From an optimization exercise on the open Yosys and OpenROAD flow, aimed at small area; shortcuts taken in it are not production practice. In this exercise RTL edits were held to simulation tests only and were not proved equivalent to the original. Power and IR drop assume default switching activity.

## exe_top
module exe_top #(
    parameter int XLEN = exe_pkg::XLEN_DEF
) (
    input  wire                  clk_i,
    input  wire                  rst_i,
    input  wire                  in_valid_i,
    output logic                 in_ready_o,
    input  wire [31:0]           inst_i,
    input  wire [XLEN-1:0]       inst_addr_i,
    input  wire [XLEN-1:0]       op1_i,
    input  wire [XLEN-1:0]       op2_i,
    input  wire [4:0]            reg_waddr_i,
    input  wire                  reg_we_i,
    output logic                 out_valid_o,
    input  wire                  out_ready_i,
    output logic                 reg_we_o,
    output logic [4:0]           reg_waddr_o,
    output logic [XLEN-1:0]      reg_wdata_o,
    output logic                 mem_we_o,
    output logic [XLEN-1:0]      mem_addr_o,
    output logic [XLEN-1:0]      mem_wdata_o,
    output logic [3:0]           mem_op_o,
    output logic                 jump_en_o,
    output logic [XLEN-1:0]      jump_addr_o
);
Size in the first run: roughly 280 I/O pins, about 11000 um^2 of cells after synthesis.
clock: 5.0 ns
lec_check: 0
abc_area: 1
cap_margin: 20
core_margin: 2
core_utilization: 45
gpl_timing_driven: 0
setup_slack_margin: 0.15
slew_margin: 20
standard.sh (not shown) runs the stock make flow with config.mk's settings and CLKGATE_MAP_FILE= SYNTH_SCRIPT=/design/flow/synth_recipe.tcl, a recipe that flattens the netlist after the stock synthesis.
==> flow/flow/run.sh <==
#!/bin/bash
# Standard ORFS layout (the standard.sh) with these changes:
#  - synthesis buffers are removed before global placement (as the
#    timing-driven mode does);
#  - the port buffers are made from the smallest buffer cell;
#  - clock tree synthesis uses small clock buffers and no dummy loads.
# Tool output goes to standard.log and ORFS's per-step logs under orfs/logs.
here=$(pwd)
export BUFFER_PORTS_ARGS="-buffer_cell sky130_fd_sc_hd__buf_1"
export PRE_GLOBAL_PLACE_TCL="$here/flow/pre_gpl.tcl"
export CTS_ARGS="-sink_clustering_enable -repair_clock_nets -dont_use_dummy_load -buf_list sky130_fd_sc_hd__clkbuf_8 -root_buf sky130_fd_sc_hd__clkbuf_8 -sink_clustering_size 10"
bash standard.sh > standard.log 2>&1
==> flow/flow/pre_gpl.tcl <==
# drop synthesis buffers; repair_design re-buffers where slew or load needs it
if { !$::env(GPL_TIMING_DRIVEN) } {
  remove_buffers
}
==> next run, changes <==
- ABC_AREA: 1 -> 0
Now the flow produced a layout that fails on negative setup slack.
Worst setup slack got worse by 0.38 ns.
Die area goes down by 0.79%.
Final cell count drops by 16%.
Final area goes up by 2.6%.
Area after synthesis shrinks by 0.81%.

## red
Another version of the RTL of exe_top (not shown whole).
Size: about 1800 cells after synthesis, about 0.010 mm² of cells after synthesis.
Settings: LEC_CHECK=0, ABC_AREA=1, CAP_MARGIN=20, CORE_MARGIN=2, CORE_UTILIZATION=45, GPL_TIMING_DRIVEN=0, SETUP_SLACK_MARGIN=0.05, SLEW_MARGIN=20; clock period 5.0 ns.
==> flow/flow/run.sh <==
#!/bin/bash
# ORFS layout built on the standard.sh, with these changes:
#  - synthesis is the standard flow's synthesis script unchanged except that ABC maps the
#    logic with flow/abc_map.script (delay-targeted mapping with area
#    recovery, delay target in ps in the script). Registers are mapped before
#    ABC runs, so they are the standard synthesis's registers;
#  - synthesis buffers are removed before global placement (as the
#    timing-driven mode does);
#  - the port buffers are made from the smallest buffer cell;
#  - clock tree synthesis uses small clock buffers and no dummy loads.
# Tool output goes to synth.log, standard.log and ORFS's per-step logs.
set -e
here=$(pwd)
{ head -n 1 synth_recipe.tcl
  echo "proc abc {args} { set i [lsearch -exact \$args -script]; if {\$i >= 0} { lset args [expr {\$i+1}] $here/flow/abc_map.script }; yosys abc {*}\$args }"
  tail -n +2 synth_recipe.tcl; } > flow_synth.tcl
mk=$(grep '^make -C' standard.sh | sed "s|SYNTH_SCRIPT=[^ ]*|SYNTH_SCRIPT=$here/flow_synth.tcl|; s|\"\${@:-finish}\"|synth|")
eval "$mk" > synth.log 2>&1
export BUFFER_PORTS_ARGS="-buffer_cell sky130_fd_sc_hd__buf_1"
export PRE_GLOBAL_PLACE_TCL="$here/flow/pre_gpl.tcl"
export CTS_ARGS="-sink_clustering_enable -repair_clock_nets -dont_use_dummy_load -buf_list sky130_fd_sc_hd__clkbuf_4 -root_buf sky130_fd_sc_hd__clkbuf_8 -sink_clustering_size 8"
bash standard.sh > standard.log 2>&1
==> flow/flow/abc_map.script <==
strash
dch
map -B 0.9 -D 1500
topo
stime -c
buffer -c
upsize -c -D 1500
dnsize -c -D 1500
Scripts as last shown in full above: flow/flow/pre_gpl.tcl
The following lists how blue was set up differently from red:
- CORE_UTILIZATION now 55, was 45
==> flow/flow/abc_map.script <==
strash
dch -x
map -B 0.9 -D 1700
topo
stime -c
buffer -c
upsize -c -D 1700
dnsize -c -D 1700
--- outcome ---
blue ended up with a higher initial standard-cell utilization of the core than red did. Measured against each other, blue and red differ in area after synthesis, the lower figure coming from blue. blue: full flow OK, the timing, DRC and antenna checks passed. Fraction of power consumed by combinational cells (higher): red. blue ends up with lower net count after synthesis than red does. Per the comparison of blue with red, worst-case setup margin in the final layout picked up an extra 0.016 ns; routing usage on met2 went up by 7.8 points; areal power density over the cells rose 0.37%.
--- input diff blue..green ---
- a change of CORE_UTILIZATION from 55 to 45
--- a/flow/flow/abc_map.script
+++ b/flow/flow/abc_map.script
@@ -2 +2 @@
-dch -x
+dch -x -f
==> run summary <==
- blue → green: complex-gate fraction of the synthesized area now larger; met1 layer wirelength in the final routing now larger.
- On green: antenna diode count is 1 lower than what blue gave.
- As far as count of final setup violators goes, blue and green are indistinguishable; the numbers are identical.
- Cell area after synthesis across blue and green: no real change.
- Lower utilization after layout was reported by green, not blue.
- Between blue and green, the synthesized instance count figures differ only marginally.
#### Input delta (orange over green)
- a change of SLEW_MARGIN from 20 to 10
- a change of CAP_MARGIN from 20 to 10
--- a/flow/flow/abc_map.script
+++ b/flow/flow/abc_map.script
@@ -2 +2 @@
-dch -x -f
+dch -x
Notes after the runs:
The run showing the smaller final critical-path share of the clock period is green. Share of cell area taken by muxes after synthesis, green and orange, lower one = orange. For green, the library cell contributing the largest single delay on the critical path was fa_1, unlike orange, where it was fa_2. Summary of orange over green: routed wire length now sits higher; worst setup margin saw a decrease. Between orange and green, the sequential area share after synthesis does not differ in any meaningful way. When the final numbers for green and orange were put side by side, the layout cell share with drive strength beyond 1 turned out to be greater in orange. From green to orange the numbers moved as follows: combinational cell fraction of total power went down; area of the die neither gained nor lost much; total power of the final layout shows a reduction of about 0.43%; fraction of area in multi-input gates now larger.

-- afterwards: timing with drivers on the ports --
The flow's constraints put no driver on any port. The routed layouts listed below were extracted and timed again, unchanged, in two steps.
Step 1 assumes that a clkbuf_16 drives the clock port and a buf_2 every other input.
Step 2 times the ports against the registers' clock, not the clock port: input delays grow and output delays shrink by t, the midpoint of the rising clock arrivals with the driver on.
a / b / c = ideal / step 1 / step 2; a / b = the first two.
| run | t, ns | setup slack, ns | worst register clock-pin slew, ns |
|---|---|---|---|
| the first run of note 1 | 0.421 | 0.322 / 0.256 / -0.165 | 0.11 / 0.11 |
| the second run of note 1 | 0.422 | -0.061 / -0.067 / -0.490 | 0.10 / 0.10 |
| red | 0.431 | 0.290 / 0.221 / -0.210 | 0.11 / 0.11 |
| blue | 0.424 | 0.307 / 0.293 / -0.131 | 0.10 / 0.10 |
| green | 0.428 | 0.318 / 0.297 / -0.131 | 0.11 / 0.11 |
| orange | 0.416 | 0.211 / 0.217 / -0.199 | 0.09 / 0.09 |
Met with ideal ports but missed after step 2: setup timing in 5 of these runs. The setup slack of red, which loses most, moves by -0.069 ns with the drivers and by -0.500 ns with both steps.
